Context: an optimization exercise on an open-source flow, tuned for small area and a short achievable clock period. The choices shown serve that exercise and are no tape-out recipe.
Only simulation tests tie the RTL to the original design; equivalence was not proved.
Power and IR drop assume default switching activity.

===== design/flow/flow/run.sh =====
#!/bin/bash
set -e
export BUFFER_PORTS_ARGS="-buffer_cell sky130_fd_sc_hd__buf_1"
export SETUP_SLACK_MARGIN=6.75
bash standard.sh > standard.log 2>&1

===== design/flow/standard.sh =====
#!/bin/bash
# synth_recipe.tcl (not shown) runs the flow's synth.tcl, then flattens the netlist and writes it again
# the make line also repeats each setting of config.mk as NAME=value (left out here)
make -C /OpenROAD-flow-scripts/flow DESIGN_CONFIG=/design/flow/config.mk WORK_HOME=/design/flow/orfs CLKGATE_MAP_FILE= SYNTH_SCRIPT=/design/flow/synth_recipe.tcl "${@:-finish}"

===== design/flow/config.mk =====
export PLATFORM = sky130hd
export DESIGN_NAME = pn_top
export DESIGN_NICKNAME = pn_top
export VERILOG_FILES = /design/flow/design.v
export SDC_FILE = /design/flow/constraint.sdc
export NUM_CORES = 4
export LEC_CHECK = 0
export CAP_MARGIN = 20
export CORE_MARGIN = 2
export CORE_UTILIZATION = 40
export CTS_BUF_LIST = sky130_fd_sc_hd__clkbuf_8
export CTS_CLUSTER_DIAMETER = 50
export CTS_CLUSTER_SIZE = 20
export PLACE_DENSITY = 0.7
export SLEW_MARGIN = 20
export TNS_END_PERCENT = 20

===== design/flow/constraint.sdc =====
create_clock -name core_clock -period 11.0 [get_ports {clk}]
set_input_delay 2.2000 -clock core_clock [delete_from_list [all_inputs] [get_ports {clk}]]
set_output_delay 2.2000 -clock core_clock [all_outputs]
set_load 0.01 [all_outputs]

===== design/flow/design.v =====
package pn_pkg;
    localparam int TOK_DEPTH = 12;               
    localparam logic [1:0] MODE_PREFIX  = 2'd2;
    localparam logic [1:0] MODE_POSTFIX = 2'd3;
    localparam logic [2:0] OP_ADD     = 3'd0;
    localparam logic [2:0] OP_SUB     = 3'd1;
    localparam logic [2:0] OP_MUL     = 3'd2;
    localparam logic [2:0] OP_ABS_SUM = 3'd3;
endpackage
`timescale 1ns/10ps
module pn_token_buffer (
    input  logic       clk,
    input  logic       in_valid,
    input  logic       operator,
    input  logic [2:0] in,
    output logic [2:0] val,          
    output logic       is_op,        
    output logic       op_sub,       
    output logic       op_mul,       
    output logic       op_abs,       
    output logic       op_sum        
);
    logic [3:0] ent [pn_pkg::TOK_DEPTH];
    logic [3:0] nxt;                 
    assign nxt = in_valid ? {operator, in} : ent[1];
    always_ff @(posedge clk) begin
        for (int i = 0; i < pn_pkg::TOK_DEPTH; i++) begin
            if (in_valid)
                ent[i] <= (i == 0) ? {operator, in} : ent[(i == 0) ? 0 : i - 1];
            else
                ent[i] <= (i == pn_pkg::TOK_DEPTH - 1) ? ent[i] : ent[(i == pn_pkg::TOK_DEPTH - 1) ? i : i + 1];
        end
        op_sub <= nxt[3] && nxt[2:0] == pn_pkg::OP_SUB;
        op_mul <= nxt[3] && nxt[2:0] == pn_pkg::OP_MUL;
        op_abs <= nxt[3] && nxt[2:0] == pn_pkg::OP_ABS_SUM;
        op_sum <= nxt[3] && !nxt[2] && nxt[1:0] != 2'd2;
    end
    assign val   = ent[0][2:0];
    assign is_op = ent[0][3];
endmodule
`timescale 1ns/10ps
module pn_stack_eval (
    input  logic        clk,
    input  logic        rst_n,
    input  logic        start,       
    input  logic        ev,          
    input  logic        first,       
    input  logic        fin,         
    input  logic [2:0]  val,         
    input  logic        is_op,
    input  logic        op_sub,
    input  logic        op_mul,
    input  logic        op_abs,
    input  logic        op_sum,
    input  logic        prefix,      
    output logic [17:0] result       
);
    logic [2:0]  depth;              
    logic        topx;               
    logic [17:0] x;
    logic [9:0]  y;
    logic [9:0]  ysel;               
    logic [9:0]  ynew;
    logic [1:0]  xk;                 
    logic [1:0]  yk;                 
    logic [15:0] ram0;               
    logic [9:0]  ram1;               
    logic [6:0]  ram2;               
    logic [2:0]  ram3;               
    logic [1:0]  k0;                 
    logic [1:0]  k1;                 
    logic        k2;                 
    logic        sel_x;              
    logic        sel_y;
    logic        sel_r;
    logic [17:0] ys;
    logic        neg;
    logic [17:0] sum;
    logic [17:0] prd;
    logic [17:0] mag;
    logic [17:0] xnew;
    logic        x_mul, x_sum, x_blw, x_ys, x_hold;
    logic        y_mul, y_sum, y_blw, y_hold;
    logic [2:0]  ksum;
    logic [1:0]  rk;                 
    logic        rbig;               
    logic [17:0] below;              
    logic [1:0]  bk;
    logic [17:0] nos;                
    logic [1:0]  nk;
    logic        push;
    logic        pop;
    logic [2:0]  base;               
    logic [2:0]  nd;
    logic        ntopx;
    assign ys = {{8{y[9]}}, y};
    function automatic logic [9:0] booth_sel(input logic [9:0] b);
        logic [10:0] bb;
        bb = {b, 1'b0};
        for (int i = 0; i < 5; i++) begin
            booth_sel[i]     = bb[2*i+1] ^ bb[2*i];
            booth_sel[5 + i] = (bb[2*i+2] & !bb[2*i+1] & !bb[2*i]) | (!bb[2*i+2] & bb[2*i+1] & bb[2*i]);
        end
    endfunction
    function automatic logic [17:0] booth_mul(input logic [17:0] a, input logic [9:0] b,
                                              input logic [9:0] sel);
        logic [17:0] acc;
        logic [17:0] row;
        logic [18:0] a2;
        logic        ng;
        a2  = {a, 1'b0};
        acc = '0;
        for (int i = 0; i < 5; i++) begin
            ng  = b[2*i+1];
            row = '0;
            for (int j = 0; j < 18; j++)
                row[j] = ((sel[i] & a[j]) | (sel[5 + i] & a2[j])) ^ ng;
            acc = acc + (row << (2*i)) + ({17'd0, ng} << (2*i));
        end
        booth_mul = acc;
    endfunction
    always_comb begin
        sum = x + {{8{y[9] ^ op_sub}}, y ^ {10{op_sub}}} + {17'd0, op_sub};
        neg = op_sub ? (topx ^ prefix) : (op_abs && sum[17]);
        mag = neg ? -sum : sum;
        prd = booth_mul(x, y, ysel);
        ksum = {1'b0, xk} + {1'b0, yk} + 3'd1;
        rk   = ksum[2] ? 2'd3 : ksum[1:0];
        rbig = ksum >= 3'd3;
        case (depth)
            3'd3:    begin below = {{2{ram0[15]}}, ram0}; bk = k0; end
            3'd4:    begin below = {{8{ram1[9]}}, ram1};  bk = k1; end
            3'd5:    begin below = {{11{ram2[6]}}, ram2}; bk = {1'b0, k2}; end
            default: begin below = {15'd0, ram3};         bk = 2'd0; end
        endcase
        nos = topx ? ys : x;
        nk  = topx ? yk : xk;
        base  = first ? 3'd0 : depth;
        push  = ev && base != 3'd7 && !is_op;
        pop   = ev && base != 3'd7 && is_op && base >= 3'd2;
        nd    = base;
        ntopx = topx;
        if (start) begin
            nd = '0;
        end else if (push) begin
            nd    = base + 1'b1;
            ntopx = 1'b0;
        end else if (pop) begin
            nd    = base - 1'b1;
            ntopx = rbig;
        end
    end
    always_comb begin
        x_mul  = pop && rbig && op_mul;
        x_sum  = pop && rbig && op_sum;
        x_blw  = pop && !rbig;
        x_ys   = push && !topx;
        x_hold = !pop && !x_ys;
        y_mul  = pop && !rbig && op_mul;
        y_sum  = pop && !rbig && op_sum;
        y_blw  = pop && rbig;
        y_hold = !pop && !push;
        xnew = ({18{x_mul}} & prd) | ({18{x_sum}} & mag) | ({18{x_blw}} & below) |
               ({18{x_ys}} & ys) | ({18{x_hold}} & x);
        ynew = ({10{y_mul}} & prd[9:0]) | ({10{y_sum}} & mag[9:0]) | ({10{y_blw}} & below[9:0]) |
               ({10{push}} & {7'd0, val}) | ({10{y_hold}} & y);
    end
    always_ff @(posedge clk) begin
        depth <= nd;
        topx  <= ntopx;
        x     <= xnew;
        y     <= ynew;
        ysel  <= booth_sel(ynew);
        if (push) begin
            xk <= topx ? xk : yk;
            yk <= 2'd0;
            case (base)
                3'd2: begin ram0 <= nos[15:0]; k0 <= nk; end
                3'd3: begin ram1 <= nos[9:0];  k1 <= nk; end
                3'd4: begin ram2 <= nos[6:0];  k2 <= nk != 2'd0; end
                3'd5:       ram3 <= nos[2:0];
                default: ;
            endcase
        end else if (pop) begin
            xk <= rbig ? rk : bk;
            yk <= rbig ? bk : rk;
        end
    end
    always_ff @(posedge clk or negedge rst_n) begin
        if (!rst_n) begin
            sel_x <= 1'b0;
            sel_y <= 1'b0;
            sel_r <= 1'b0;
        end else begin
            sel_x <= fin && ((nd == 3'd1 && ntopx) || (nd == 3'd2 && !ntopx));
            sel_y <= fin && ((nd == 3'd1 && !ntopx) || (nd == 3'd2 && ntopx));
            sel_r <= fin && nd >= 3'd3;
        end
    end
    assign result = ({18{sel_x}} & x) | ({18{sel_y}} & ys) | ({18{sel_r}} & {{2{ram0[15]}}, ram0});
endmodule
`timescale 1ns/10ps
module pn_top (
    input  logic        clk,
    input  logic        rst_n,
    input  logic        in_valid,
    input  logic [1:0]  mode,
    input  logic        operator,
    input  logic [2:0]  in,
    output logic        out_valid,
    output logic [31:0] out
);
    logic        recv;           
    logic [3:0]  cnt;
    logic        acc;            
    logic        prefix;
    logic        res_q;          
    logic [2:0]  val;
    logic        is_op;
    logic        op_sub;
    logic        op_mul;
    logic        op_abs;
    logic        op_sum;
    logic [17:0] result;
    logic        start;
    logic        drain;
    logic        ev;
    logic        first;
    logic        fin;
    assign start = in_valid && !recv;
    assign drain = recv ? !in_valid : (cnt != 4'd0);
    assign ev    = acc && (recv || (prefix && cnt != 4'd0));
    assign first = recv && prefix;
    assign fin   = acc && drain && (cnt == 4'd1);
    always_ff @(posedge clk or negedge rst_n) begin
        if (!rst_n) begin
            recv  <= 1'b0;
            cnt   <= '0;
            res_q <= 1'b0;
        end else begin
            res_q <= fin;
            if (start) begin
                recv <= 1'b1;
                cnt  <= 4'd1;
            end else if (recv && in_valid) begin
                cnt  <= cnt + 1'b1;
            end else if (drain) begin
                recv <= 1'b0;
                cnt  <= acc ? cnt - 1'b1 : 4'd0;
            end
        end
    end
    always_ff @(posedge clk) begin
        if (start) begin
            acc    <= mode[1];
            prefix <= !mode[0];
        end
    end
    pn_token_buffer i_token_buffer (
        .clk      (clk),
        .in_valid (in_valid),
        .operator (operator),
        .in       (in),
        .val      (val),
        .is_op    (is_op),
        .op_sub   (op_sub),
        .op_mul   (op_mul),
        .op_abs   (op_abs),
        .op_sum   (op_sum)
    );
    pn_stack_eval i_stack_eval (
        .clk    (clk),
        .rst_n  (rst_n),
        .start  (start),
        .ev     (ev),
        .first  (first),
        .fin    (fin),
        .val    (val),
        .is_op  (is_op),
        .op_sub (op_sub),
        .op_mul (op_mul),
        .op_abs (op_abs),
        .op_sum (op_sum),
        .prefix (prefix),
        .result (result)
    );
    assign out_valid = res_q;
    assign out       = {{14{result[17]}}, result};
endmodule

==> impl_metrics.xml, run 1 <==
<?xml version="1.0" encoding="UTF-8"?>
<metrics>
  <group name="timing">
    <metric name="report.final.slew_viol_count" unit="">0</metric>
    <metric name="fmax" unit="GHz">0.240</metric>
    <metric name="finalWorstPathRequiredPeriod" unit="ns">4.16</metric>
    <metric name="timing.clock.skew" unit="ns">0.0187</metric>
    <metric name="hold-worst-slack" unit="ns">0.446</metric>
    <metric name="final_layout_setup_total_negative_slack" unit="ns">0</metric>
    <metric name="relative_slew_slack" unit="%">30.3</metric>
    <metric name="tightest_slew" unit="ns">1.04</metric>
    <metric name="unrepaired_setup_endpoints_after_global_routing" unit="">true</metric>
    <metric name="final_hold_viol_count" unit="">0</metric>
    <metric name="report.final.setup_viol" unit="">0</metric>
    <metric name="worst_slack" unit="ns">6.84</metric>
    <metric name="min_period_over_period" unit="%">37.8</metric>
  </group>
  <group name="synthesis">
    <metric name="postSynthCellCount" unit="">1199</metric>
    <metric name="synth_top_cell_area_share" unit="%">16.2</metric>
    <metric name="yosys_most_used_dff" unit="">dfxtp_1</metric>
    <metric name="synth_area_in_xor_xnor" unit="%">9.97</metric>
    <metric name="postSynth.asyncResetShare" unit="%">6.04</metric>
    <metric name="synth_top_family_by_area" unit="">compound AO/OA/AOI/OAI gates</metric>
    <metric name="synthSimpleGateAreaFrac" unit="%">11.6</metric>
    <metric name="ys_types" unit="">77</metric>
    <metric name="post_synthesis_mean_instance_area" unit="um2">9.38</metric>
    <metric name="yosys-mux-area-fraction" unit="%">8.08</metric>
    <metric name="synth_adder_area_share" unit="%">13.4</metric>
    <metric name="yosys-top-cells-area" unit="">dfxtp_1 16%, edfxtp_1 13%, xnor2_1 6.9%</metric>
    <metric name="synth_compound_area_share" unit="%">18.6</metric>
    <metric name="number_of_enable_flip_flop_cells_after_synthesis" unit="">49</metric>
    <metric name="mappedNetlistNets" unit="">1306</metric>
    <metric name="ys_seq_area_share" unit="%">31.3</metric>
    <metric name="postSynthRegisterBits" unit="">149</metric>
    <metric name="yosys_warnings" unit="">4</metric>
    <metric name="syn-cell-area" unit="mm2">0.0112</metric>
    <metric name="post_synth_top_area_cell" unit="">dfxtp_1</metric>
  </group>
  <group name="clocking">
    <metric name="cts.clk_slew.worst_paths" unit="ns">0.10</metric>
    <metric name="insertion_delay_of_the_later_clocked_pin_in_the_worst_skew_pair" unit="ns">0.46</metric>
    <metric name="h-tree-depth" unit="">4</metric>
    <metric name="clock_buffer_depth" unit="">2</metric>
    <metric name="clkSinkCount" unit="">149</metric>
    <metric name="number_of_hold_repair_buffers_added_at_the_cts_stage" unit="">0</metric>
    <metric name="cts_inserted_buffers" unit="">17</metric>
    <metric name="cts_tree" unit="">built</metric>
    <metric name="clk_root_buffer_cell" unit="">clkbuf_8</metric>
  </group>
  <group name="layout">
    <metric name="final_common_cell" unit="">inv_1</metric>
    <metric name="layout.cells.non_filler" unit="">1618</metric>
    <metric name="number_of_antenna_repair_diodes" unit="">0</metric>
    <metric name="final_nets" unit="">1334</metric>
    <metric name="areaGrowthSynthToFinish" unit="%">13.0</metric>
    <metric name="final.fill_count" unit="">2584</metric>
    <metric name="post-route-util" unit="%">45.9</metric>
    <metric name="ratio_of_cells_with_drive_above_1_in_the_final_layout" unit="%">18.5</metric>
    <metric name="final_cell_mix" unit="">100 x inv_1, 87 x xnor2_1, 82 x nand2_1, 68 x a22oi_1, 65 x o21ai_0</metric>
  </group>
  <group name="grt">
    <metric name="number_of_global_route_vias_before_repair" unit="">8811</metric>
    <metric name="globalRouteOverflowTotal" unit="">0</metric>
    <metric name="global_route.usage.total" unit="%">19.7</metric>
    <metric name="global_route_wire_length_before_repair" unit="um">45900</metric>
    <metric name="grt_max_degree" unit="">58</metric>
    <metric name="antenna_found_initial" unit="">0</metric>
  </group>
  <group name="route">
    <metric name="detailedRoute.firstIterationViolations" unit="">1024</metric>
    <metric name="routed_wirelength" unit="um">30100</metric>
    <metric name="detail_route.vias_per_cell" unit="">5.78</metric>
    <metric name="route.vias.total" unit="">9356</metric>
    <metric name="drtPass1Iterations" unit="">9</metric>
    <metric name="drc" unit="">0</metric>
    <metric name="ant_nets" unit="">0</metric>
    <metric name="detailed_route_wire_length_per_cell" unit="um">18.6</metric>
  </group>
  <group name="setup_path">
    <metric name="worstPathRequired" unit="ns">11.32</metric>
    <metric name="worst-endpoint-arrival" unit="ns">4.48</metric>
    <metric name="path_max_fanout" unit="">13</metric>
    <metric name="setup.worst_path.class" unit="">flop to flop</metric>
    <metric name="startpoint_type" unit="">flop</metric>
    <metric name="end_kind" unit="">flop</metric>
  </group>
  <group name="die">
    <metric name="die_w" unit="um">172</metric>
    <metric name="chipHeight" unit="um">172</metric>
    <metric name="start_util" unit="%">40.6</metric>
    <metric name="placement_rows" unit="">61</metric>
    <metric name="die-area" unit="mm2">0.0295</metric>
    <metric name="boundary_pins" unit="">42</metric>
    <metric name="core_area" unit="mm2">0.0277</metric>
  </group>
  <group name="power">
    <metric name="leakagePower" unit="nW">5.06</metric>
    <metric name="power_density" unit="mW/mm2">279</metric>
    <metric name="vdd_ir_drop_max" unit="mV">0.146</metric>
  </group>
  <group name="hold_path">
    <metric name="min-delay-path-class" unit="">flop to flop</metric>
  </group>
  <group name="outcome">
    <metric name="run_status" unit="">finished clean</metric>
  </group>
  <group name="placement">
    <metric name="place_congestion" unit="">0.920</metric>
    <metric name="place_hpwl" unit="um">21000</metric>
    <metric name="io_buffers" unit="">41</metric>
    <metric name="placedCellCount" unit="">1536</metric>
    <metric name="pre_cts_setup_slack" unit="ns">5.83</metric>
  </group>
  <group name="job">
    <metric name="drv_cap" unit="">0</metric>
  </group>
</metrics>
final cells by class:
class	instances	area [um2]	share of cell area, %
inverters	101	380	2.99
clock buffers	17	234	1.84
repair buffers	99	636	5.00
clock inverters	15	200	1.58
well taps	378	473	3.72
multi-input cells	859	7170	56.5
flip-flops and latches	149	3610	28.4
critical path, cell delays in order (launching register included):
cell and delay, ns:
dfxtp_4 0.48, a22oi_1 0.12, xnor2_1 0.25, fa_1 0.49
fa_1 0.47, fa_1 0.57, ha_4 0.23, nand3_1 0.09
nand2_1 0.08, a41oi_2 0.19, a211o_1 0.18, o21bai_1 0.07
a21o_1 0.20, a21o_1 0.19, and3b_1 0.17, o21ai_2 0.14
o211ai_2 0.10
logic make-up (layout without fill, tap and decap cells):
logic type | count (synthesis) | after routing
simple gates | 254 | 254
xor+xnor | 128 | 128
flops | 149 | 149
buf+inv | 191 | 232
fa+ha+maj | 98 | 98
mux | 83 | 83
compound gates | 296 | 296
cells in the mapped netlist (9+ instances only):
library cell / number
inv_1: 100
dfxtp_1: 91
xnor2_1: 88
nand2_1: 82
a22oi_1: 75
o21ai_0: 67
clkbuf_1: 61
ha_1: 61
mux2_2: 58
edfxtp_1: 49
nor2_1: 47
a21oi_1: 42
xor2_1: 40
fa_1: 37
a222oi_1: 24
mux2i_1: 24
nand3_1: 18
nand2b_1: 17
nor3_1: 17
buf_4: 15
and2_1: 10
buf_1: 10
and3_1: 9
dfrtp_1: 9
nor3b_1: 9
o211ai_1: 9
per-layer routing:
layer	GRT usage [%]	routed length, um	up-vias	share of wire, %
met5	0	0	-	0
met4	7.92	1040	0	3.5
met3	3.91	2440	76	8.1
met2	32.7	14300	448	47
met1	25.2	12300	4481	41
li1	-	-	4351	-
report_power, final:
group          leakage [nW]  internal (mW)  switching, mW
Combinational          3.51          0.930           1.18
Clock                 0.217          0.199          0.262
Sequential             1.34          0.748          0.229
registers in the layout, indices dropped and copies added, names as in the netlist, 3 cells and up:
register	cells
i_token_buffer.ent	48
i_stack_eval.x	18
i_stack_eval.ram1	10
cnt	4
i_stack_eval.y	9
i_stack_eval.ram3	3
i_stack_eval.depth	3
i_stack_eval.ysel	10
i_stack_eval.ram2	7
i_stack_eval.ram0	16
what timing repair did:
item / CTS / global route
gates resized for setup: 50 / 49
setup buffers: 4 / 45
pin swaps: 2 / 18
endpoints found under the setup margin: 42 / 31
gates cloned: 0 / 1
final timing paths:
| check | startpoint | slack [ns] | cells after the start | to |
|---|---|---|---|---|
| min | i_token_buffer.ent[10][3]$_DFF_P_ | 0.45 | 0 | i_token_buffer.ent[11][3]$_DFFE_PP_ |
| max reg2reg | i_stack_eval.x[2]$_DFF_P_ | 6.84 | 16 | i_stack_eval.x[16]$_DFF_P_ |
| max | i_stack_eval.x[2]$_DFF_P_ | 6.84 | 16 | i_stack_eval.x[16]$_DFF_P_ |
| min reg2reg | i_token_buffer.ent[10][3]$_DFF_P_ | 0.45 | 0 | i_token_buffer.ent[11][3]$_DFFE_PP_ |
| min in group asynchronous | rst_n | 1.67 | 1 | cnt[3]$_DFFE_PN0P_ |
| max in group asynchronous | rst_n | 8.96 | 1 | i_stack_eval.sel_r$_DFF_PN0_ |
stage by stage:
step	power (mW)	area, um2
after detailed placement	2.79	11500
after CTS	3.31	12100
after global routing	3.80	12700
after global placement	2.74	11500
after floorplan	2.34	11300
final	3.55	12700
==> run 2: changes to the inputs <==
==> design/flow/flow/run.sh (replaced) <==
#!/bin/bash
set -e
export BUFFER_PORTS_ARGS="-buffer_cell sky130_fd_sc_hd__buf_1"
export SETUP_SLACK_MARGIN=7
bash standard.sh > standard.log 2>&1
--- a/design/flow/config.mk
+++ b/design/flow/config.mk
@@ -12,5 +12,5 @@
 export CTS_CLUSTER_DIAMETER = 50
 export CTS_CLUSTER_SIZE = 20
-export PLACE_DENSITY = 0.7
+export PLACE_DENSITY = 0.8
 export SLEW_MARGIN = 20
 export TNS_END_PERCENT = 20
==> impl_metrics.xml, run 2 <==
<?xml version="1.0" encoding="UTF-8"?>
<metrics>
  <group name="synthesis">
    <metric name="postSynthRegisterBits" unit="">149</metric>
    <metric name="syn-cell-area" unit="mm2">0.0112</metric>
    <metric name="ys_seq_area_share" unit="%">31.3</metric>
    <metric name="yosys_most_used_dff" unit="">dfxtp_1</metric>
    <metric name="post_synth_top_area_cell" unit="">dfxtp_1</metric>
    <metric name="yosys-top-cells-count" unit="">100 x inv_1, 91 x dfxtp_1, 88 x xnor2_1, 82 x nand2_1, 75 x a22oi_1</metric>
    <metric name="postSynth.asyncResetShare" unit="%">6.04</metric>
    <metric name="mappedNetlistNets" unit="">1306</metric>
    <metric name="synth_top_cell_area_share" unit="%">16.2</metric>
    <metric name="postSynthCellCount" unit="">1199</metric>
    <metric name="number_of_enable_flip_flop_cells_after_synthesis" unit="">49</metric>
    <metric name="ys_types" unit="">77</metric>
    <metric name="yosysMostFrequentCell" unit="">inv_1</metric>
    <metric name="post_synthesis_mean_instance_area" unit="um2">9.38</metric>
    <metric name="yosys_warnings" unit="">4</metric>
    <metric name="yosys-top-cells-area" unit="">dfxtp_1 16%, edfxtp_1 13%, xnor2_1 6.9%</metric>
  </group>
  <group name="timing">
    <metric name="timing.clock.skew" unit="ns">0.0214</metric>
    <metric name="report.final.setup_viol" unit="">0</metric>
    <metric name="unrepaired_setup_endpoints_after_global_routing" unit="">true</metric>
    <metric name="min_period_over_period" unit="%">40.3</metric>
    <metric name="finalWorstPathRequiredPeriod" unit="ns">4.44</metric>
    <metric name="fmax" unit="GHz">0.225</metric>
    <metric name="final_hold_viol_count" unit="">0</metric>
    <metric name="relative_slew_slack" unit="%">32.8</metric>
    <metric name="tightest_slew" unit="ns">1.01</metric>
    <metric name="report.final.slew_viol_count" unit="">0</metric>
    <metric name="final_layout_setup_total_negative_slack" unit="ns">0</metric>
    <metric name="worst_slack" unit="ns">6.56</metric>
    <metric name="hold-worst-slack" unit="ns">0.442</metric>
  </group>
  <group name="die">
    <metric name="die_w" unit="um">172</metric>
    <metric name="start_util" unit="%">40.6</metric>
    <metric name="die-area" unit="mm2">0.0295</metric>
    <metric name="placement_rows" unit="">61</metric>
    <metric name="boundary_pins" unit="">42</metric>
    <metric name="chipHeight" unit="um">172</metric>
    <metric name="core_area" unit="mm2">0.0277</metric>
  </group>
  <group name="layout">
    <metric name="post-route-util" unit="%">46.9</metric>
    <metric name="final_common_cell" unit="">inv_1</metric>
    <metric name="largest_register_ff_count" unit="">48</metric>
    <metric name="number_of_antenna_repair_diodes" unit="">0</metric>
    <metric name="registers_with_the_highest_flip_flop_counts" unit="">i_token_buffer.ent: 48 flops, i_stack_eval.x: 18 flops, i_stack_eval.ram0: 16 flops</metric>
    <metric name="areaGrowthSynthToFinish" unit="%">15.5</metric>
    <metric name="finalInstanceArea" unit="mm2">0.0130</metric>
    <metric name="regMostFlops" unit="">i_token_buffer.ent</metric>
    <metric name="ratio_of_cells_with_drive_above_1_in_the_final_layout" unit="%">22.4</metric>
    <metric name="final_cell_mix" unit="">99 x inv_1, 83 x xnor2_1, 77 x nand2_1, 68 x buf_4</metric>
    <metric name="final_nets" unit="">1352</metric>
  </group>
  <group name="clocking">
    <metric name="h-tree-depth" unit="">4</metric>
    <metric name="clock_buffer_depth" unit="">2</metric>
    <metric name="clkSinkCount" unit="">149</metric>
    <metric name="number_of_hold_repair_buffers_added_at_the_cts_stage" unit="">0</metric>
    <metric name="cts_tree" unit="">built</metric>
    <metric name="cts.clk_slew.worst_paths" unit="ns">0.10</metric>
    <metric name="cts_inserted_buffers" unit="">17</metric>
    <metric name="clk_root_buffer_cell" unit="">clkbuf_8</metric>
    <metric name="insertion_delay_of_the_later_clocked_pin_in_the_worst_skew_pair" unit="ns">0.48</metric>
  </group>
  <group name="power">
    <metric name="power_density" unit="mW/mm2">293</metric>
    <metric name="pwr-share-comb" unit="%">63.0</metric>
    <metric name="internal_power" unit="mW">2.00</metric>
    <metric name="netSwitchingFraction" unit="%">47.3</metric>
    <metric name="leakagePower" unit="nW">5.17</metric>
    <metric name="power_switching" unit="mW">1.80</metric>
    <metric name="seqPwrFrac" unit="%">25.7</metric>
    <metric name="vdd_ir_drop_max" unit="mV">0.176</metric>
    <metric name="share_clk_of_total_power" unit="%">11.3</metric>
  </group>
  <group name="route">
    <metric name="detail_route.vias_per_cell" unit="">6.05</metric>
    <metric name="dr.max_layer_used" unit="">met4</metric>
    <metric name="route.vias.total" unit="">9903</metric>
    <metric name="ant_nets" unit="">0</metric>
    <metric name="detailedRoute.firstIterationViolations" unit="">1381</metric>
    <metric name="met2_length" unit="um">15600</metric>
    <metric name="met3_length" unit="um">3320</metric>
    <metric name="routedLengthMet1" unit="um">11800</metric>
    <metric name="routed_wirelength" unit="um">32600</metric>
    <metric name="drc" unit="">0</metric>
    <metric name="drtPass1Iterations" unit="">14</metric>
    <metric name="detailed_route_wire_length_per_cell" unit="um">19.9</metric>
  </group>
  <group name="placement">
    <metric name="pre_cts_setup_slack" unit="ns">6.12</metric>
    <metric name="place_hpwl" unit="um">20400</metric>
    <metric name="placed_cell_area" unit="mm2">0.0116</metric>
    <metric name="place_congestion" unit="">0.956</metric>
    <metric name="io_buffers" unit="">41</metric>
  </group>
  <group name="setup_path">
    <metric name="worst-endpoint-arrival" unit="ns">4.78</metric>
    <metric name="setup.worst_path.class" unit="">flop to flop</metric>
    <metric name="path_max_fanout" unit="">7</metric>
    <metric name="startpoint_type" unit="">flop</metric>
    <metric name="slowest_library_cell_on_the_worst_path" unit="">fa_1</metric>
    <metric name="worstPathRequired" unit="ns">11.34</metric>
    <metric name="cp_slowest_stage_delay" unit="ns">0.47</metric>
    <metric name="end_kind" unit="">flop</metric>
    <metric name="worstPathCellList" unit="">buf_4 &gt; a22oi_1 &gt; xor2_1 &gt; fa_1 &gt; inv_1 &gt; fa_1 &gt; ha_4 &gt; ha_4 &gt; inv_1 &gt; o21bai_2 &gt; a41oi_2 &gt; a211o_1 &gt; o21bai_1 &gt; a21o_1 &gt; a21o_1 &gt; nor2_1 &gt; o21ai_2 &gt; o211ai_2</metric>
  </group>
  <group name="job">
    <metric name="drv_cap" unit="">0</metric>
  </group>
  <group name="hold_path">
    <metric name="min-delay-path-class" unit="">flop to flop</metric>
  </group>
  <group name="grt">
    <metric name="globalRouteOverflowTotal" unit="">0</metric>
    <metric name="global_route_wire_length_before_repair" unit="um">48300</metric>
    <metric name="number_of_global_route_vias_before_repair" unit="">9305</metric>
    <metric name="grt_max_degree" unit="">58</metric>
    <metric name="global_route.usage.total" unit="%">20.7</metric>
    <metric name="antenna_found_initial" unit="">0</metric>
  </group>
  <group name="outcome">
    <metric name="run_status" unit="">finished clean</metric>
  </group>
</metrics>
==> run 2: cell types whose count changed in the layout (fill, tap and decap cells not counted), moves of 4 or more <==
cell,previous run,this run
buf_4,51,68
a22oi_1,68,63
nand2_1,82,77
a22oi_2,7,12
ha_1,56,52
xnor2_1,87,83
xnor2_2,1,5
nand2_2,0,5
==> run 2: path summary, 6_finish.rpt <==
kind | from | end | slack [ns] | cells after the start
hold / removal | i_token_buffer.ent[10][0]$_DFF_P_ | i_token_buffer.ent[11][0]$_DFFE_PP_ | 0.44 | 0
setup / recovery | i_stack_eval.ysel[0]$_DFF_P_ | i_stack_eval.x[16]$_DFF_P_ | 6.56 | 18
setup reg to reg | i_stack_eval.ysel[0]$_DFF_P_ | i_stack_eval.x[16]$_DFF_P_ | 6.56 | 18
max in group asynchronous | rst_n | i_stack_eval.sel_r$_DFF_PN0_ | 8.97 | 1
hold reg to reg | i_token_buffer.ent[10][0]$_DFF_P_ | i_token_buffer.ent[11][0]$_DFFE_PP_ | 0.44 | 0
min in group asynchronous | rst_n | res_q$_DFF_PN0_ | 1.66 | 1
==> run 2: per-stage QoR <==
step,instances,power [mW]
finish,1636,3.80
CTS,1615,3.52
global route,1636,4.03
global placement,1535,2.79
floorplan,1199,2.43
detailed placement,1536,2.86
==> run 2: cell type report <==
type,count,area [um2]
Sequential cell,149,3610
Fill cell,2391,14700
Inverter,101,380
Tap cell,378,473
Multi-Input combinational cell,859,7350
Clock inverter,15,165
Timing Repair Buffer,117,769
Clock buffer,17,234
==> run 2: what timing repair did <==
item                                    4_1_cts  5_1_grt
pin swaps                                    20       36
resized for setup                            79       44
setup buffers                                47       21
hold endpoints to repair                      0        0
endpoints found under the setup margin       58       65
==> run 2: logic make-up after synthesis <==
group,synth area share (%)
buf+inv,7.03
flops,31.3
mux,8.08
compound gates,18.6
simple gates,11.6
xor+xnor,9.97
fa+ha+maj,13.4
==> run 2: critical path, delay by kind of cell, from the launching register on <==
| kind | cells | cell delay, ns |
|---|---|---|
| compound gates | 9 | 1.83 |
| xor+xnor | 1 | 0.19 |
| fa+ha+maj | 4 | 1.43 |
| buf+inv | 3 | 0.36 |
| flops | 1 | 0.42 |
| simple gates | 1 | 0.07 |
==> run 2: per-layer routing <==
layer,GRT usage [%],vias to the layer above
met4,9.99,0
met2,35.1,695
met1,25.5,4622
met3,3.41,197
met5,0,-
li1,-,4389
==> run 2: power groups by stage <==
stage                     Combinational, mW  Clock, mW  Sequential (mW)
after global routing                   2.58      0.456            0.988
final                                  2.40      0.430            0.976
after floorplan                        1.62          0            0.805
after CTS                              2.12      0.431            0.962
after global placement                 1.79          0            0.997
after detailed placement               1.85          0             1.01
==> run 3: changes to the inputs <==
--- a/design/flow/config.mk
+++ b/design/flow/config.mk
@@ -6,5 +6,5 @@
 export NUM_CORES = 4
 export LEC_CHECK = 0
-export CAP_MARGIN = 20
+export CAP_MARGIN = 5
 export CORE_MARGIN = 2
 export CORE_UTILIZATION = 40
@@ -12,5 +12,5 @@
 export CTS_CLUSTER_DIAMETER = 50
 export CTS_CLUSTER_SIZE = 20
-export PLACE_DENSITY = 0.8
-export SLEW_MARGIN = 20
+export PLACE_DENSITY = 0.7
+export SLEW_MARGIN = 5
 export TNS_END_PERCENT = 20
==> impl_metrics.xml, run 3 <==
<?xml version="1.0" encoding="UTF-8"?>
<metrics>
  <group name="outcome">
    <metric name="run_status" unit="">finished clean</metric>
  </group>
  <group name="synthesis">
    <metric name="yosys_warnings" unit="">4</metric>
    <metric name="ys_seq_area_share" unit="%">31.3</metric>
    <metric name="yosys-top-cells-count" unit="">100 x inv_1, 91 x dfxtp_1, 88 x xnor2_1, 82 x nand2_1, 75 x a22oi_1</metric>
    <metric name="number_of_enable_flip_flop_cells_after_synthesis" unit="">49</metric>
    <metric name="postSynthCellCount" unit="">1199</metric>
    <metric name="yosys-top-cells-area" unit="">dfxtp_1 16%, edfxtp_1 13%, xnor2_1 6.9%</metric>
    <metric name="synth_top_cell_area_share" unit="%">16.2</metric>
    <metric name="syn-cell-area" unit="mm2">0.0112</metric>
    <metric name="yosysMostFrequentCell" unit="">inv_1</metric>
    <metric name="postSynthRegisterBits" unit="">149</metric>
    <metric name="ys_types" unit="">77</metric>
    <metric name="mappedNetlistNets" unit="">1306</metric>
    <metric name="postSynth.asyncResetShare" unit="%">6.04</metric>
    <metric name="yosys_most_used_dff" unit="">dfxtp_1</metric>
    <metric name="post_synthesis_mean_instance_area" unit="um2">9.38</metric>
    <metric name="post_synth_top_area_cell" unit="">dfxtp_1</metric>
  </group>
  <group name="job">
    <metric name="drv_cap" unit="">0</metric>
  </group>
  <group name="power">
    <metric name="leakagePower" unit="nW">5.03</metric>
    <metric name="design_power_total" unit="mW">3.58</metric>
    <metric name="power_density" unit="mW/mm2">282</metric>
    <metric name="vdd_ir_drop_max" unit="mV">0.167</metric>
  </group>
  <group name="layout">
    <metric name="seqCellArea" unit="mm2">0.00361</metric>
    <metric name="registers_with_the_highest_flip_flop_counts" unit="">i_token_buffer.ent: 48 flops, i_stack_eval.x: 18 flops, i_stack_eval.ram0: 16 flops</metric>
    <metric name="multi_input_area" unit="mm2">0.00721</metric>
    <metric name="regMostFlops" unit="">i_token_buffer.ent</metric>
    <metric name="largest_register_ff_count" unit="">48</metric>
    <metric name="final_common_cell" unit="">inv_1</metric>
    <metric name="ratio_of_cells_with_drive_above_1_in_the_final_layout" unit="%">18.8</metric>
    <metric name="number_of_antenna_repair_diodes" unit="">0</metric>
    <metric name="final_cell_mix" unit="">100 x inv_1, 86 x xnor2_1, 80 x nand2_1, 67 x a22oi_1, 64 x dfxtp_1</metric>
    <metric name="final.fill_count" unit="">2579</metric>
    <metric name="final_nets" unit="">1325</metric>
    <metric name="post-route-util" unit="%">45.7</metric>
    <metric name="areaGrowthSynthToFinish" unit="%">12.7</metric>
  </group>
  <group name="clocking">
    <metric name="cts_inserted_buffers" unit="">17</metric>
    <metric name="clock_buffer_depth" unit="">2</metric>
    <metric name="cts_tree" unit="">built</metric>
    <metric name="clkSinkCount" unit="">149</metric>
    <metric name="insertion_delay_of_the_later_clocked_pin_in_the_worst_skew_pair" unit="ns">0.46</metric>
    <metric name="cts.clk_slew.worst_paths" unit="ns">0.10</metric>
    <metric name="h-tree-depth" unit="">4</metric>
    <metric name="clk_root_buffer_cell" unit="">clkbuf_8</metric>
  </group>
  <group name="setup_path">
    <metric name="path_max_fanout" unit="">6</metric>
    <metric name="end_kind" unit="">flop</metric>
    <metric name="worstPathRequired" unit="ns">11.33</metric>
    <metric name="slowest_library_cell_on_the_worst_path" unit="">fa_1</metric>
    <metric name="rr_worst_depth" unit="">18</metric>
    <metric name="worstPathCellList" unit="">buf_12 &gt; buf_4 &gt; a22oi_1 &gt; xnor2_1 &gt; ha_1 &gt; fa_1 &gt; inv_1 &gt; fa_1 &gt; inv_1 &gt; ha_1 &gt; nor3_2 &gt; a211o_1 &gt; o21bai_1 &gt; a21o_1 &gt; a21o_1 &gt; and3b_1 &gt; o21ai_1 &gt; o211ai_2</metric>
    <metric name="setup.worst_path.class" unit="">flop to flop</metric>
    <metric name="cp_slowest_stage_delay" unit="ns">0.54</metric>
    <metric name="worst-endpoint-arrival" unit="ns">4.41</metric>
    <metric name="startpoint_type" unit="">flop</metric>
  </group>
  <group name="route">
    <metric name="drtPass1Iterations" unit="">9</metric>
    <metric name="detail_route.vias_per_cell" unit="">5.82</metric>
    <metric name="detailed_route_wire_length_per_cell" unit="um">18.5</metric>
    <metric name="detailedRoute.firstIterationViolations" unit="">1104</metric>
    <metric name="drc" unit="">0</metric>
    <metric name="route.vias.total" unit="">9363</metric>
    <metric name="routed_wirelength" unit="um">29800</metric>
    <metric name="ant_nets" unit="">0</metric>
  </group>
  <group name="hold_path">
    <metric name="depth_of_the_worst_hold_timing_path" unit="">0</metric>
    <metric name="min-delay-path-class" unit="">flop to flop</metric>
  </group>
  <group name="timing">
    <metric name="final_hold_viol_count" unit="">0</metric>
    <metric name="unrepaired_setup_endpoints_after_global_routing" unit="">true</metric>
    <metric name="worst_slack" unit="ns">6.92</metric>
    <metric name="report.final.setup_viol" unit="">0</metric>
    <metric name="finalWorstPathRequiredPeriod" unit="ns">4.08</metric>
    <metric name="report.final.slew_viol_count" unit="">0</metric>
    <metric name="tightest_slew" unit="ns">0.987</metric>
    <metric name="relative_slew_slack" unit="%">33.3</metric>
    <metric name="fmax" unit="GHz">0.245</metric>
    <metric name="hold-worst-slack" unit="ns">0.443</metric>
    <metric name="min_period_over_period" unit="%">37.1</metric>
    <metric name="final_layout_setup_total_negative_slack" unit="ns">0</metric>
    <metric name="timing.clock.skew" unit="ns">0.0159</metric>
  </group>
  <group name="grt">
    <metric name="global_route.usage.met2" unit="%">33.3</metric>
    <metric name="global_route_wire_length_before_repair" unit="um">46600</metric>
    <metric name="antenna_found_initial" unit="">0</metric>
    <metric name="grt_max_degree" unit="">58</metric>
    <metric name="grt.met1_usage" unit="%">25.6</metric>
    <metric name="number_of_global_route_vias_before_repair" unit="">8995</metric>
    <metric name="global_route.usage.total" unit="%">19.9</metric>
    <metric name="globalRouteOverflowTotal" unit="">0</metric>
    <metric name="grt.met3_usage" unit="%">2.60</metric>
    <metric name="gr-max-usage-layer" unit="">met2</metric>
  </group>
  <group name="die">
    <metric name="start_util" unit="%">40.6</metric>
    <metric name="boundary_pins" unit="">42</metric>
    <metric name="core_area" unit="mm2">0.0277</metric>
    <metric name="die-area" unit="mm2">0.0295</metric>
    <metric name="placement_rows" unit="">61</metric>
    <metric name="chipHeight" unit="um">172</metric>
    <metric name="die_w" unit="um">172</metric>
  </group>
  <group name="placement">
    <metric name="place_congestion" unit="">0.915</metric>
    <metric name="place_hpwl" unit="um">20900</metric>
    <metric name="pre_cts_setup_slack" unit="ns">6.24</metric>
    <metric name="io_buffers" unit="">41</metric>
  </group>
</metrics>
[run 3: cell families (layout without fill, tap and decap cells)]
| family | Yosys count | after routing | share of synthesized area (%) |
|---|---|---|---|
| AND/OR/NAND/NOR | 254 | 254 | 11.6 |
| adder cells (fa/ha/maj) | 98 | 98 | 13.4 |
| XOR/XNOR | 128 | 128 | 9.97 |
| flip-flops | 149 | 149 | 31.3 |
| multiplexers | 83 | 83 | 8.08 |
| AO/OA/AOI/OAI | 296 | 296 | 18.6 |
| buffers and inverters | 191 | 223 | 7.03 |
[run 3: routing by layer]
metal	routed length, um	share of wire (%)	vias up
li1	-	-	4345
met1	12400	42	4508
met2	14300	48	432
met3	1890	6.4	78
met4	1140	3.8	0
met5	0	0	-
[run 3: what timing repair did]
item | CTS | global route
endpoints found under the setup margin | 63 | 57
gates resized for setup | 75 | 24
buffers inserted | 30 | 10
pin swaps | 15 | 8
hold buffers | 0 | 0
[run 3: layout make-up]
type | count | share of cell area (%)
clock buffers | 17 | 1.85
clock inverters | 15 | 1.61
multi-input cells | 859 | 56.9
repair buffers | 90 | 4.39
inverters | 101 | 3.00
flip-flops and latches | 149 | 28.5
well taps | 378 | 3.73
[run 3: power breakdown]
group | switching, mW | total (mW) | leakage [nW] | internal (mW)
combinational | 1.18 | 2.13 | 3.48 | 0.953
sequential | 0.239 | 0.987 | 1.34 | 0.747
clock | 0.259 | 0.457 | 0.216 | 0.199
total | 1.68 | 3.58 | 5.03 | 1.90
[run 3: worst paths after layout]
check / startpoint / slack (ns) / to
min: i_token_buffer.ent[10][2]$_DFF_P_ / 0.44 / i_token_buffer.ent[11][2]$_DFFE_PP_
min in group asynchronous: rst_n / 1.67 / i_stack_eval.sel_y$_DFF_PN0_
max in group asynchronous: rst_n / 8.96 / i_stack_eval.sel_r$_DFF_PN0_
min reg2reg: i_token_buffer.ent[10][2]$_DFF_P_ / 0.44 / i_token_buffer.ent[11][2]$_DFFE_PP_
max reg2reg: i_stack_eval.ysel[0]$_DFF_P_ / 6.92 / i_stack_eval.x[16]$_DFF_P_
max: i_stack_eval.ysel[0]$_DFF_P_ / 6.92 / i_stack_eval.x[16]$_DFF_P_
[run 3: critical path, delay by kind of cell (launching register included)]
family          cells  cell delay [ns]
fa+ha+maj           4             1.63
xor+xnor            1             0.15
flops               1             0.36
buf+inv             4             0.38
simple gates        2             0.37
compound gates      7             1.05
[run 3: per-stage QoR]
step                      std cells  cell area, um2
after floorplan                1199           11400
after global placement         1537           11600
after detailed placement       1537           11600
after CTS                      1599           12500
after global routing           1609           12700
final                          1609           12700
==> run 4: changes to the inputs <==
--- a/design/flow/config.mk
+++ b/design/flow/config.mk
@@ -6,5 +6,5 @@
 export NUM_CORES = 4
 export LEC_CHECK = 0
-export CAP_MARGIN = 5
+export CAP_MARGIN = 20
 export CORE_MARGIN = 2
 export CORE_UTILIZATION = 40
@@ -13,4 +13,4 @@
 export CTS_CLUSTER_SIZE = 20
 export PLACE_DENSITY = 0.7
-export SLEW_MARGIN = 5
-export TNS_END_PERCENT = 20
+export SLEW_MARGIN = 20
+export TNS_END_PERCENT = 0
==> impl_metrics.xml, run 4 <==
<?xml version="1.0" encoding="UTF-8"?>
<metrics>
  <group name="synthesis">
    <metric name="post_synthesis_mean_instance_area" unit="um2">9.38</metric>
    <metric name="yosys_most_used_dff" unit="">dfxtp_1</metric>
    <metric name="number_of_enable_flip_flop_cells_after_synthesis" unit="">49</metric>
    <metric name="mappedNetlistNets" unit="">1306</metric>
    <metric name="yosys-top-cells-count" unit="">100 x inv_1, 91 x dfxtp_1, 88 x xnor2_1, 82 x nand2_1, 75 x a22oi_1</metric>
    <metric name="ys_types" unit="">77</metric>
    <metric name="yosysMostFrequentCell" unit="">inv_1</metric>
    <metric name="post_synth_top_area_cell" unit="">dfxtp_1</metric>
    <metric name="yosys_warnings" unit="">4</metric>
    <metric name="synth_top_cell_area_share" unit="%">16.2</metric>
    <metric name="postSynthCellCount" unit="">1199</metric>
    <metric name="yosys-top-cells-area" unit="">dfxtp_1 16%, edfxtp_1 13%, xnor2_1 6.9%</metric>
    <metric name="syn-cell-area" unit="mm2">0.0112</metric>
    <metric name="postSynth.asyncResetShare" unit="%">6.04</metric>
    <metric name="ys_seq_area_share" unit="%">31.3</metric>
    <metric name="postSynthRegisterBits" unit="">149</metric>
  </group>
  <group name="clocking">
    <metric name="clk_root_buffer_cell" unit="">clkbuf_8</metric>
    <metric name="cts_tree" unit="">built</metric>
    <metric name="number_of_hold_repair_buffers_added_at_the_cts_stage" unit="">0</metric>
    <metric name="h-tree-depth" unit="">4</metric>
    <metric name="cts_inserted_buffers" unit="">17</metric>
    <metric name="clkSinkCount" unit="">149</metric>
    <metric name="clock_buffer_depth" unit="">2</metric>
    <metric name="insertion_delay_of_the_later_clocked_pin_in_the_worst_skew_pair" unit="ns">0.46</metric>
    <metric name="cts.clk_slew.worst_paths" unit="ns">0.10</metric>
  </group>
  <group name="die">
    <metric name="die-area" unit="mm2">0.0295</metric>
    <metric name="placement_rows" unit="">61</metric>
    <metric name="die_w" unit="um">172</metric>
    <metric name="chipHeight" unit="um">172</metric>
    <metric name="core_area" unit="mm2">0.0277</metric>
    <metric name="boundary_pins" unit="">42</metric>
    <metric name="start_util" unit="%">40.6</metric>
  </group>
  <group name="layout">
    <metric name="number_of_antenna_repair_diodes" unit="">0</metric>
    <metric name="registers_with_the_highest_flip_flop_counts" unit="">i_token_buffer.ent: 48 flops, i_stack_eval.x: 18 flops, i_stack_eval.ram0: 16 flops</metric>
    <metric name="finalInstanceArea" unit="mm2">0.0125</metric>
    <metric name="final_common_cell" unit="">inv_1</metric>
    <metric name="final_cell_mix" unit="">100 x inv_1, 86 x xnor2_1, 81 x nand2_1, 67 x a22oi_1, 64 x dfxtp_1</metric>
    <metric name="final.fill_count" unit="">2601</metric>
    <metric name="ratio_of_cells_with_drive_above_1_in_the_final_layout" unit="%">17.4</metric>
    <metric name="multi_input_area" unit="mm2">0.00716</metric>
    <metric name="regMostFlops" unit="">i_token_buffer.ent</metric>
    <metric name="largest_register_ff_count" unit="">48</metric>
    <metric name="final_nets" unit="">1316</metric>
    <metric name="seqCellArea" unit="mm2">0.00361</metric>
    <metric name="areaGrowthSynthToFinish" unit="%">11.5</metric>
  </group>
  <group name="route">
    <metric name="detailedRoute.firstIterationViolations" unit="">946</metric>
    <metric name="drtPass1Iterations" unit="">7</metric>
    <metric name="detail_route.vias_per_cell" unit="">5.76</metric>
    <metric name="routed_wirelength" unit="um">29500</metric>
    <metric name="drc" unit="">0</metric>
    <metric name="ant_nets" unit="">0</metric>
    <metric name="detailed_route_wire_length_per_cell" unit="um">18.4</metric>
    <metric name="route.vias.total" unit="">9220</metric>
  </group>
  <group name="timing">
    <metric name="min_period_over_period" unit="%">37.7</metric>
    <metric name="tightest_slew" unit="ns">0.980</metric>
    <metric name="final_layout_setup_total_negative_slack" unit="ns">0</metric>
    <metric name="relative_slew_slack" unit="%">33.8</metric>
    <metric name="unrepaired_setup_endpoints_after_global_routing" unit="">true</metric>
    <metric name="final_hold_viol_count" unit="">0</metric>
    <metric name="fmax" unit="GHz">0.241</metric>
    <metric name="worst_slack" unit="ns">6.86</metric>
    <metric name="report.final.setup_viol" unit="">0</metric>
    <metric name="finalWorstPathRequiredPeriod" unit="ns">4.14</metric>
    <metric name="timing.clock.skew" unit="ns">0.0155</metric>
    <metric name="report.final.slew_viol_count" unit="">0</metric>
  </group>
  <group name="setup_path">
    <metric name="worstPathRequired" unit="ns">11.32</metric>
    <metric name="first_element_of_the_critical_path" unit="">i_stack_eval.ysel[1]$_DFF_P_</metric>
    <metric name="r2r_end" unit="">i_stack_eval.x[13]$_DFF_P_</metric>
    <metric name="regToRegSetupSlack" unit="ns">6.86</metric>
    <metric name="end_kind" unit="">flop</metric>
    <metric name="critical_path.reg2reg.startpoint" unit="">i_stack_eval.ysel[1]$_DFF_P_</metric>
    <metric name="setup.worst_path.class" unit="">flop to flop</metric>
    <metric name="startpoint_type" unit="">flop</metric>
    <metric name="rr_worst_depth" unit="">17</metric>
    <metric name="crit_end" unit="">i_stack_eval.x[13]$_DFF_P_</metric>
    <metric name="path_max_fanout" unit="">6</metric>
    <metric name="worst-endpoint-arrival" unit="ns">4.47</metric>
  </group>
  <group name="grt">
    <metric name="global_route.usage.total" unit="%">19.9</metric>
    <metric name="antenna_found_initial" unit="">0</metric>
    <metric name="globalRouteOverflowTotal" unit="">0</metric>
    <metric name="number_of_global_route_vias_before_repair" unit="">8981</metric>
    <metric name="grt_max_degree" unit="">58</metric>
    <metric name="global_route_wire_length_before_repair" unit="um">46600</metric>
  </group>
  <group name="placement">
    <metric name="place_congestion" unit="">0.915</metric>
    <metric name="pre_cts_setup_slack" unit="ns">6.24</metric>
    <metric name="io_buffers" unit="">41</metric>
    <metric name="place_hpwl" unit="um">20900</metric>
    <metric name="placed_cell_area" unit="mm2">0.0116</metric>
  </group>
  <group name="power">
    <metric name="vdd_ir_drop_max" unit="mV">0.166</metric>
    <metric name="power_density" unit="mW/mm2">280</metric>
    <metric name="design_power_total" unit="mW">3.51</metric>
    <metric name="leakagePower" unit="nW">4.97</metric>
  </group>
  <group name="hold_path">
    <metric name="min-delay-path-class" unit="">flop to flop</metric>
  </group>
  <group name="job">
    <metric name="drv_cap" unit="">0</metric>
  </group>
  <group name="outcome">
    <metric name="run_status" unit="">finished clean</metric>
  </group>
</metrics>
run 4: cell types whose count changed in the layout (fill, tap and decap cells not counted), sizes merged:
| cell | before | now |
|---|---|---|
| buf | 89 | 80 |
run 4: worst min-delay path by stage:
| stage | start | end | slack [ns] | cells past startpoint |
|---|---|---|---|---|
| 4_1_cts | i_token_buffer.ent[10][2]$_DFF_P_ | i_token_buffer.ent[11][2]$_DFFE_PP_ | 0.44 | 0 |
| 3_5_place_dp | i_token_buffer.ent[10][2]$_DFF_P_ | i_token_buffer.ent[11][2]$_DFFE_PP_ | 0.42 | 0 |
| 5_1_grt | i_token_buffer.ent[10][2]$_DFF_P_ | i_token_buffer.ent[11][2]$_DFFE_PP_ | 0.46 | 0 |
| 2_1_floorplan | i_token_buffer.ent[10][0]$_DFF_P_ | i_token_buffer.ent[11][0]$_DFFE_PP_ | 0.40 | 0 |
| 6_report | i_token_buffer.ent[10][2]$_DFF_P_ | i_token_buffer.ent[11][2]$_DFFE_PP_ | 0.44 | 0 |
| 3_3_place_gp | i_token_buffer.ent[10][0]$_DFF_P_ | i_token_buffer.ent[11][0]$_DFFE_PP_ | 0.41 | 0 |
run 4: layout make-up:
class	instances	share of cell area, %
Clock inverter	15	1.63
Tap cell	378	3.77
Timing Repair Buffer	81	3.84
Multi-Input combinational cell	859	57.1
Inverter	101	3.03
Clock buffer	17	1.87
Sequential cell	149	28.8
run 4: worst max-delay path: stages, from the launching register on:
cell      delay (ns)
dfxtp_4         0.39
a22oi_2         0.24
xnor2_2         0.10
fa_1            0.53
inv_1           0.05
fa_1            0.48
inv_1           0.05
fa_1            0.48
ha_4            0.31
nand2_1         0.07
o211ai_1        0.28
a31oi_2         0.15
nor2b_1         0.14
o21ai_1         0.09
nor2b_2         0.17
xnor2_1         0.12
a221oi_1        0.25
o21ai_1         0.10
run 4: cell families after synthesis:
kind of cell	Yosys count	share of synthesized area (%)
adder cells (fa/ha/maj)	98	13.4
XOR/XNOR	128	9.97
flip-flops	149	31.3
multiplexers	83	8.08
AO/OA/AOI/OAI	296	18.6
buffers and inverters	191	7.03
AND/OR/NAND/NOR	254	11.6
run 4: timing repair:
item,in CTS,in global routing
setup endpoints to repair,63,66
gates resized for setup,68,15
pin swaps,15,3
buffers inserted,30,1
run 4: metrics by stage:
step | hold WS (ns) | std cells | utilization (%)
after detailed placement | 0.417 | 1537 | 41.9
after global routing | 0.457 | 1600 | 45.2
final | 0.443 | 1600 | 45.2
after floorplan | 0.404 | 1199 | -
after CTS | 0.439 | 1599 | 44.9
after global placement | 0.409 | 1537 | 41.9
run 4: where the power goes:
part | internal [mW] | switching, mW | total [mW]
clock network | 0.199 | 0.258 | 0.457
logic | 0.908 | 1.16 | 2.06
registers | 0.747 | 0.239 | 0.986
run 4: per-layer routing:
layer | up-vias | GRT usage [%] | share of wire (%)
li1 | 4317 | - | -
met1 | 4431 | 25.6 | 42
met2 | 389 | 33.3 | 48
met3 | 83 | 2.60 | 6.5
met4 | 0 | 9.06 | 4.2
met5 | - | 0 | 0
==> run 5: changes to the inputs <==
==> design/flow/flow/run.sh (replaced) <==
#!/bin/bash
set -e
export BUFFER_PORTS_ARGS="-buffer_cell sky130_fd_sc_hd__buf_1"
export SETUP_SLACK_MARGIN=7.25
bash standard.sh > standard.log 2>&1
--- a/design/flow/config.mk
+++ b/design/flow/config.mk
@@ -14,3 +14,3 @@
 export PLACE_DENSITY = 0.7
 export SLEW_MARGIN = 20
-export TNS_END_PERCENT = 0
+export TNS_END_PERCENT = 5
==> impl_metrics.xml, run 5 <==
<?xml version="1.0" encoding="UTF-8"?>
<metrics>
  <group name="outcome">
    <metric name="run_status" unit="">finished clean</metric>
  </group>
  <group name="placement">
    <metric name="place_congestion" unit="">0.934</metric>
    <metric name="place_hpwl" unit="um">20900</metric>
    <metric name="io_buffers" unit="">41</metric>
    <metric name="pre_cts_setup_slack" unit="ns">6.24</metric>
  </group>
  <group name="power">
    <metric name="netSwitchingFraction" unit="%">47.0</metric>
    <metric name="design_power_total" unit="mW">3.57</metric>
    <metric name="vdd_ir_drop_max" unit="mV">0.162</metric>
    <metric name="share_clk_of_total_power" unit="%">12.6</metric>
    <metric name="internal_power" unit="mW">1.89</metric>
    <metric name="pwr-share-comb" unit="%">59.8</metric>
    <metric name="seqPwrFrac" unit="%">27.6</metric>
    <metric name="power_switching" unit="mW">1.68</metric>
    <metric name="leakagePower" unit="nW">5.01</metric>
    <metric name="power_density" unit="mW/mm2">282</metric>
  </group>
  <group name="clocking">
    <metric name="insertion_delay_of_the_later_clocked_pin_in_the_worst_skew_pair" unit="ns">0.46</metric>
    <metric name="clock_buffer_depth" unit="">2</metric>
    <metric name="clk_root_buffer_cell" unit="">clkbuf_8</metric>
    <metric name="cts_tree" unit="">built</metric>
    <metric name="number_of_hold_repair_buffers_added_at_the_cts_stage" unit="">0</metric>
    <metric name="cts.clk_slew.worst_paths" unit="ns">0.10</metric>
    <metric name="clkSinkCount" unit="">149</metric>
    <metric name="h-tree-depth" unit="">4</metric>
    <metric name="cts_inserted_buffers" unit="">17</metric>
  </group>
  <group name="layout">
    <metric name="post-route-util" unit="%">45.7</metric>
    <metric name="largest_register_ff_count" unit="">48</metric>
    <metric name="number_of_antenna_repair_diodes" unit="">0</metric>
    <metric name="final_cell_mix" unit="">100 x inv_1, 85 x xnor2_1, 79 x nand2_1, 66 x a22oi_1, 64 x dfxtp_1</metric>
    <metric name="regMostFlops" unit="">i_token_buffer.ent</metric>
    <metric name="areaGrowthSynthToFinish" unit="%">12.6</metric>
    <metric name="ratio_of_cells_with_drive_above_1_in_the_final_layout" unit="%">18.4</metric>
    <metric name="final_nets" unit="">1319</metric>
    <metric name="registers_with_the_highest_flip_flop_counts" unit="">i_token_buffer.ent: 48 flops, i_stack_eval.x: 18 flops, i_stack_eval.ram0: 16 flops</metric>
    <metric name="final_common_cell" unit="">inv_1</metric>
  </group>
  <group name="timing">
    <metric name="fmax" unit="GHz">0.241</metric>
    <metric name="report.final.slew_viol_count" unit="">0</metric>
    <metric name="tightest_slew" unit="ns">1.05</metric>
    <metric name="report.final.setup_viol" unit="">0</metric>
    <metric name="min_period_over_period" unit="%">37.7</metric>
    <metric name="worst_slack" unit="ns">6.86</metric>
    <metric name="relative_slew_slack" unit="%">30.2</metric>
    <metric name="finalWorstPathRequiredPeriod" unit="ns">4.15</metric>
    <metric name="unrepaired_setup_endpoints_after_global_routing" unit="">true</metric>
    <metric name="timing.clock.skew" unit="ns">0.0194</metric>
    <metric name="final_layout_setup_total_negative_slack" unit="ns">0</metric>
    <metric name="final_hold_viol_count" unit="">0</metric>
  </group>
  <group name="route">
    <metric name="detailed_route_wire_length_per_cell" unit="um">18.8</metric>
    <metric name="routed_wirelength" unit="um">30100</metric>
    <metric name="route.vias.total" unit="">9319</metric>
    <metric name="detail_route.vias_per_cell" unit="">5.81</metric>
    <metric name="drtPass1Iterations" unit="">11</metric>
    <metric name="ant_nets" unit="">0</metric>
    <metric name="detailedRoute.firstIterationViolations" unit="">986</metric>
    <metric name="drc" unit="">0</metric>
  </group>
  <group name="die">
    <metric name="start_util" unit="%">40.6</metric>
    <metric name="core_area" unit="mm2">0.0277</metric>
    <metric name="die_w" unit="um">172</metric>
    <metric name="chipHeight" unit="um">172</metric>
    <metric name="die-area" unit="mm2">0.0295</metric>
    <metric name="boundary_pins" unit="">42</metric>
    <metric name="placement_rows" unit="">61</metric>
  </group>
  <group name="synthesis">
    <metric name="synth_compound_area_share" unit="%">18.6</metric>
    <metric name="synth_adder_area_share" unit="%">13.4</metric>
    <metric name="mappedNetlistNets" unit="">1306</metric>
    <metric name="syn-cell-area" unit="mm2">0.0112</metric>
    <metric name="post_synthesis_mean_instance_area" unit="um2">9.38</metric>
    <metric name="postSynth.asyncResetShare" unit="%">6.04</metric>
    <metric name="yosys-top-cells-area" unit="">dfxtp_1 16%, edfxtp_1 13%, xnor2_1 6.9%</metric>
    <metric name="postSynthCellCount" unit="">1199</metric>
    <metric name="synthSimpleGateAreaFrac" unit="%">11.6</metric>
    <metric name="postSynthRegisterBits" unit="">149</metric>
    <metric name="post_synth_top_area_cell" unit="">dfxtp_1</metric>
    <metric name="yosys_warnings" unit="">4</metric>
    <metric name="synth_top_cell_area_share" unit="%">16.2</metric>
    <metric name="yosys-mux-area-fraction" unit="%">8.08</metric>
    <metric name="yosys_most_used_dff" unit="">dfxtp_1</metric>
    <metric name="yosysMostFrequentCell" unit="">inv_1</metric>
    <metric name="synth_top_family_by_area" unit="">compound AO/OA/AOI/OAI gates</metric>
    <metric name="synth_area_in_xor_xnor" unit="%">9.97</metric>
    <metric name="ys_seq_area_share" unit="%">31.3</metric>
    <metric name="yosys-top-cells-count" unit="">100 x inv_1, 91 x dfxtp_1, 88 x xnor2_1, 82 x nand2_1, 75 x a22oi_1</metric>
    <metric name="number_of_enable_flip_flop_cells_after_synthesis" unit="">49</metric>
    <metric name="ys_types" unit="">77</metric>
  </group>
  <group name="setup_path">
    <metric name="r2r_end" unit="">i_stack_eval.x[16]$_DFF_P_</metric>
    <metric name="setup.worst_path.class" unit="">flop to flop</metric>
    <metric name="end_kind" unit="">flop</metric>
    <metric name="regToRegSetupSlack" unit="ns">6.86</metric>
    <metric name="first_element_of_the_critical_path" unit="">i_stack_eval.x[4]$_DFF_P_</metric>
    <metric name="crit_end" unit="">i_stack_eval.x[16]$_DFF_P_</metric>
    <metric name="path_max_fanout" unit="">14</metric>
    <metric name="worstPathRequired" unit="ns">11.38</metric>
    <metric name="rr_worst_depth" unit="">17</metric>
    <metric name="startpoint_type" unit="">flop</metric>
    <metric name="critical_path.reg2reg.startpoint" unit="">i_stack_eval.x[4]$_DFF_P_</metric>
    <metric name="worst-endpoint-arrival" unit="ns">4.53</metric>
  </group>
  <group name="grt">
    <metric name="grt.met3_usage" unit="%">3.73</metric>
    <metric name="global_route.usage.total" unit="%">20.6</metric>
    <metric name="gr-max-usage-layer" unit="">met2</metric>
    <metric name="global_route.usage.met2" unit="%">33.5</metric>
    <metric name="antenna_found_initial" unit="">0</metric>
    <metric name="grt.met1_usage" unit="%">26.4</metric>
    <metric name="number_of_global_route_vias_before_repair" unit="">9123</metric>
    <metric name="global_route_wire_length_before_repair" unit="um">47800</metric>
    <metric name="globalRouteOverflowTotal" unit="">0</metric>
    <metric name="grt_max_degree" unit="">58</metric>
  </group>
  <group name="job">
    <metric name="drv_cap" unit="">0</metric>
  </group>
  <group name="hold_path">
    <metric name="min-delay-path-class" unit="">flop to flop</metric>
  </group>
</metrics>
[run 5: cell count changes in the layout (fill, tap and decap cells not counted), sizes merged]
cell      before  now
inv          108  110
bufbuf         0    1
clkinvlp       1    0
buf           80   82
clkinv         6    5
[run 5: logic make-up after synthesis]
logic type,after synthesis
buf+inv,191
mux,83
compound gates,296
simple gates,254
fa+ha+maj,98
flops,149
xor+xnor,128
[run 5: worst min-delay path by stage]
stage	slack [ns]	from	cells past startpoint	end
6_report	0.43	i_token_buffer.ent[10][2]$_DFF_P_	0	i_token_buffer.ent[11][2]$_DFFE_PP_
5_1_grt	0.46	i_token_buffer.ent[10][2]$_DFF_P_	0	i_token_buffer.ent[11][2]$_DFFE_PP_
3_5_place_dp	0.42	i_token_buffer.ent[10][2]$_DFF_P_	0	i_token_buffer.ent[11][2]$_DFFE_PP_
3_3_place_gp	0.41	i_token_buffer.ent[10][1]$_DFF_P_	0	i_token_buffer.ent[11][1]$_DFFE_PP_
4_1_cts	0.44	i_token_buffer.ent[10][2]$_DFF_P_	0	i_token_buffer.ent[11][2]$_DFFE_PP_
2_1_floorplan	0.40	i_token_buffer.ent[10][0]$_DFF_P_	0	i_token_buffer.ent[11][0]$_DFFE_PP_
[run 5: per-stage QoR]
stage	area, um2	cells	hold slack (ns)
after CTS	12500	1594	0.441
final	12700	1603	0.435
after detailed placement	11600	1537	0.423
after global routing	12700	1603	0.457
after global placement	11600	1537	0.409
after floorplan	11500	1199	0.404
[run 5: timing repair]
item | 4_1_cts | 5_1_grt
gates resized for setup | 66 | 22
cloned | 1 | 0
endpoints found under the hold margin | 0 | 0
setup buffers | 24 | 9
pin swaps | 13 | 20
setup endpoints to repair | 67 | 98
[run 5: final cells by class]
class                   instances  area [um2]
fillers                      2538       15000
multi-input cells             859        7210
flip-flops and latches        149        3610
repair buffers                 84         561
well taps                     378         473
inverters                     101         380
clock buffers                  17         234
clock inverters                15         198
[run 5: power by group through the flow]
stage | Clock (mW) | Sequential (mW) | Combinational (mW)
2_1_floorplan | 0 | 0.807 | 1.64
3_3_place_gp | 0 | 1.00 | 1.85
3_5_place_dp | 0 | 1.00 | 1.89
4_1_cts | 0.456 | 0.978 | 2.04
5_1_grt | 0.480 | 1.01 | 2.35
6_report | 0.449 | 0.987 | 2.14
[run 5: critical path, cell delays in order (launching register included)]
cell      delay [ns]
dfxtp_4         0.51
a22oi_2         0.11
xnor2_2         0.16
fa_1            0.55
inv_1           0.06
fa_1            0.48
inv_1           0.05
fa_1            0.48
ha_4            0.31
buf_4           0.11
a41oi_2         0.12
a211o_1         0.35
o21bai_1        0.14
a21o_1          0.16
a21o_1          0.13
and3b_1         0.18
o21ai_2         0.07
o211ai_2        0.10
[run 5: metal layers]
| metal | vias up | wire length [um] |
|---|---|---|
| li1 | 4325 | - |
| met1 | 4473 | 12400 |
| met2 | 434 | 14300 |
| met3 | 87 | 2190 |
| met4 | 0 | 1240 |
| met5 | - | 0 |

==> what the ideal ports hide <==
How much do the figures lean on ideal ports? The routed layouts below were timed once more, with nothing changed but the port constraints.
Step 1: set_driving_cell puts a clkbuf_16 on clk and a buf_2 on each other input, an assumption about the parent block.
Step 2 also shifts input and output timing later by t, the mid clock arrival at the registers, as if the neighbouring blocks saw the same clock.
Three values: ideal, step 1, step 2; two values: the first two.
run	t, ns	slack for setup (ns)	worst setup path at the end	latest minus earliest clock arrival (ns)	worst register clock-pin slew, ns
run 1	0.492	6.839 / 6.839 / 6.839	register to register	0.020 / 0.019	0.11 / 0.11
run 2	0.503	6.563 / 6.563 / 6.563	register to register	0.021 / 0.022	0.10 / 0.10
run 3	0.491	6.923 / 6.908 / 6.923	register to register	0.016 / 0.016	0.10 / 0.10
run 4	0.488	6.858 / 6.858 / 6.858	register to register	0.017 / 0.018	0.10 / 0.10
run 5	0.491	6.855 / 6.855 / 6.855	register to register	0.020 / 0.019	0.11 / 0.11
After both steps every run listed still meets setup and hold.
